This design comes from an exercise in tuning for small area on the open sky130 flow, not from production work. The RTL was checked by simulation tests, not by an equivalence proof against the original design. No activity file was given, so power comes from the tool's default toggle rates.

## commit_top
module commit_top (
	input  logic                                       clock,
	input  logic                                       reset,
	input  logic [3-1:0]                    dispatch_valid,
	input  logic [3*$clog2(32)-1:0] dispatch_dest,
	input  logic [3*32-1:0]              dispatch_npc,
	output logic [$clog2(3+1)-1:0]          dispatch_num,
	output logic [3*$clog2(8)-1:0]  dispatch_tag,
	input  logic [3-1:0]                    complete_valid,
	input  logic [3*$clog2(8)-1:0]  complete_tag,
	input  logic [3*32-1:0]              complete_value,
	input  logic [3-1:0]                    complete_halt,
	output logic [3-1:0]                    commit_wr_en,
	output logic [3*$clog2(32)-1:0] commit_wr_idx,
	output logic [3*32-1:0]              commit_wr_data,
	output logic [3*32-1:0]              commit_npc,
	output logic [3-1:0]                    commit_valid,
	output logic                                       error_status
);
	localparam int W  = 3;
	localparam int N  = 8;
	localparam int XL = 32;
	localparam int TW = $clog2(8);
	localparam int RW = $clog2(32);
	localparam int CW = $clog2(3+1);
	localparam int OW = TW + 1;
	logic [TW-1:0] head;
	logic [TW-1:0] tail;
	logic [OW-1:0] count;
	logic [TW-1:0] out_head;
	logic [N-1:0]  done_q;
	logic [N-1:0]  halt_nq;
	logic [RW-1:0] dest_nq  [N];
	logic [XL-1:0] npc_nq   [N];
	logic [XL-1:0] value_nq [N];
	logic [N-1:0] head_oh, tail_oh;
	always_comb begin
		tail = head + count[TW-1:0];
		out_head = head - TW'({commit_valid[1], commit_valid[0] & ~commit_valid[1] | commit_valid[2]});
		for (int e = 0; e < N; e++) begin
			head_oh[e] = head == TW'(e);
			tail_oh[e] = tail == TW'(e);
		end
	end
	logic [CW-1:0] req_num;
  ...
Size: ~2700 cells after synthesis, about 580 flip-flops, about 450 I/O pins, about 28000 µm² of cells after synthesis.
clock: 8.0 ns
lec_check: 0
cap_margin: 20
core_margin: 2
core_utilization: 38
cts_buf_list: sky130_fd_sc_hd__clkbuf_8
cts_cluster_diameter: 60
cts_cluster_size: 11
slew_margin: 20
synth_hierarchical: 1
standard.sh (not shown) runs the stock make flow with config.mk's settings and CLKGATE_MAP_FILE= SYNTH_SCRIPT=/design/flow/synth_recipe.tcl, a recipe that flattens the netlist after the stock synthesis.
==> flow/flow/run.sh <==
#!/bin/bash
# Own layout flow: the standard layout (standard.sh) with these changes.
#  1. Synthesis is synth_recipe.tcl unchanged except that the final ABC mapping
#     to library cells runs flow/area.abc, an area-oriented script, in place of
#     the script ORFS picks. Every other step, the flip-flop mapping, the
#     flattening and the renaming are the standard ones, so the registers keep
#     their names and cell types.
#  2. The port buffers that global placement inserts are buf_1 cells.
#  3. The largest buffers are added to the platform's don't-use list, so the
#     repair of high-fanout nets builds its trees from smaller buffers.
# Each tool's full output stays in orfs/logs/; make's own output goes to
# orfs_make.log in the work folder.
set -euo pipefail
W=$PWD
{
	echo "set ::own_abc_script {$W/flow/area.abc}"
	echo "source {$W/flow/own_abc.tcl}"
	cat "$W/synth_recipe.tcl"
} > "$W/own_synth.tcl"
# the platform's config.mk appends its own list to this one
export DONT_USE_CELLS="sky130_fd_sc_hd__buf_8 sky130_fd_sc_hd__buf_12 sky130_fd_sc_hd__buf_16"
bash "$W/standard.sh" \
	"SYNTH_SCRIPT=$W/own_synth.tcl" \
	"BUFFER_PORTS_ARGS=-buffer_cell sky130_fd_sc_hd__buf_1" \
	${OWN_TARGETS:-finish} > "$W/orfs_make.log" 2>&1
==> flow/flow/area.abc <==
strash
&get -n
&nf -a
&put
==> flow/flow/own_abc.tcl <==
# Route the technology-mapping abc call of ORFS's synth.tcl through our own
# ABC script; all its other arguments (liberty, dont_use, constraints) stay.
proc abc {args} {
	set i [lsearch -exact $args -script]
	if {$i >= 0} {
		lset args [expr {$i + 1}] $::own_abc_script
	}
	yosys abc {*}$args
}
The baseline passed the timing, design-rule and antenna checks.
Next try:
Settings changed: CAP_MARGIN 20 to 10, CORE_UTILIZATION 38 to 45, CTS_CLUSTER_DIAMETER 60 to 70, CTS_CLUSTER_SIZE 11 to 14, SLEW_MARGIN 20 to 10.
Outcome:
- The new run finished clean
- maximum frequency climbs by 3.2%
- routed wire length goes up by 2.6%
- clock power is lower by about 10%
- count of clock-buffer cells in the layout goes down by 12
- design area drops by 0.96%
- power hardly moves
- via count rises by 2.1%
- sequential cell count does not change

## port drivers added, routing unchanged
How much do the figures lean on ideal ports? The routed layouts below were timed once more, with nothing changed but the port constraints. Step 1: set_driving_cell puts a clkbuf_16 on clock and a buf_2 on each other input, an assumption about the parent block. Step 2, shift: input delay + t, output delay - t, t = (earliest + latest rising clock arrival at the registers) / 2. This alone moves slack from input paths to output paths. a / b / c = ideal ports / drivers / drivers and shift; a / b = the first two.
run | t, ns | slack for setup (ns) | hold WS [ns]
the first run | 0.762 | 0.850 / 0.790 / 1.552 | 0.453 / 0.453 / 0.453
the second run | 0.733 | 1.068 / 1.008 / 1.741 | 0.458 / 0.458 / 0.458
After both steps setup and hold are still met in every run listed.
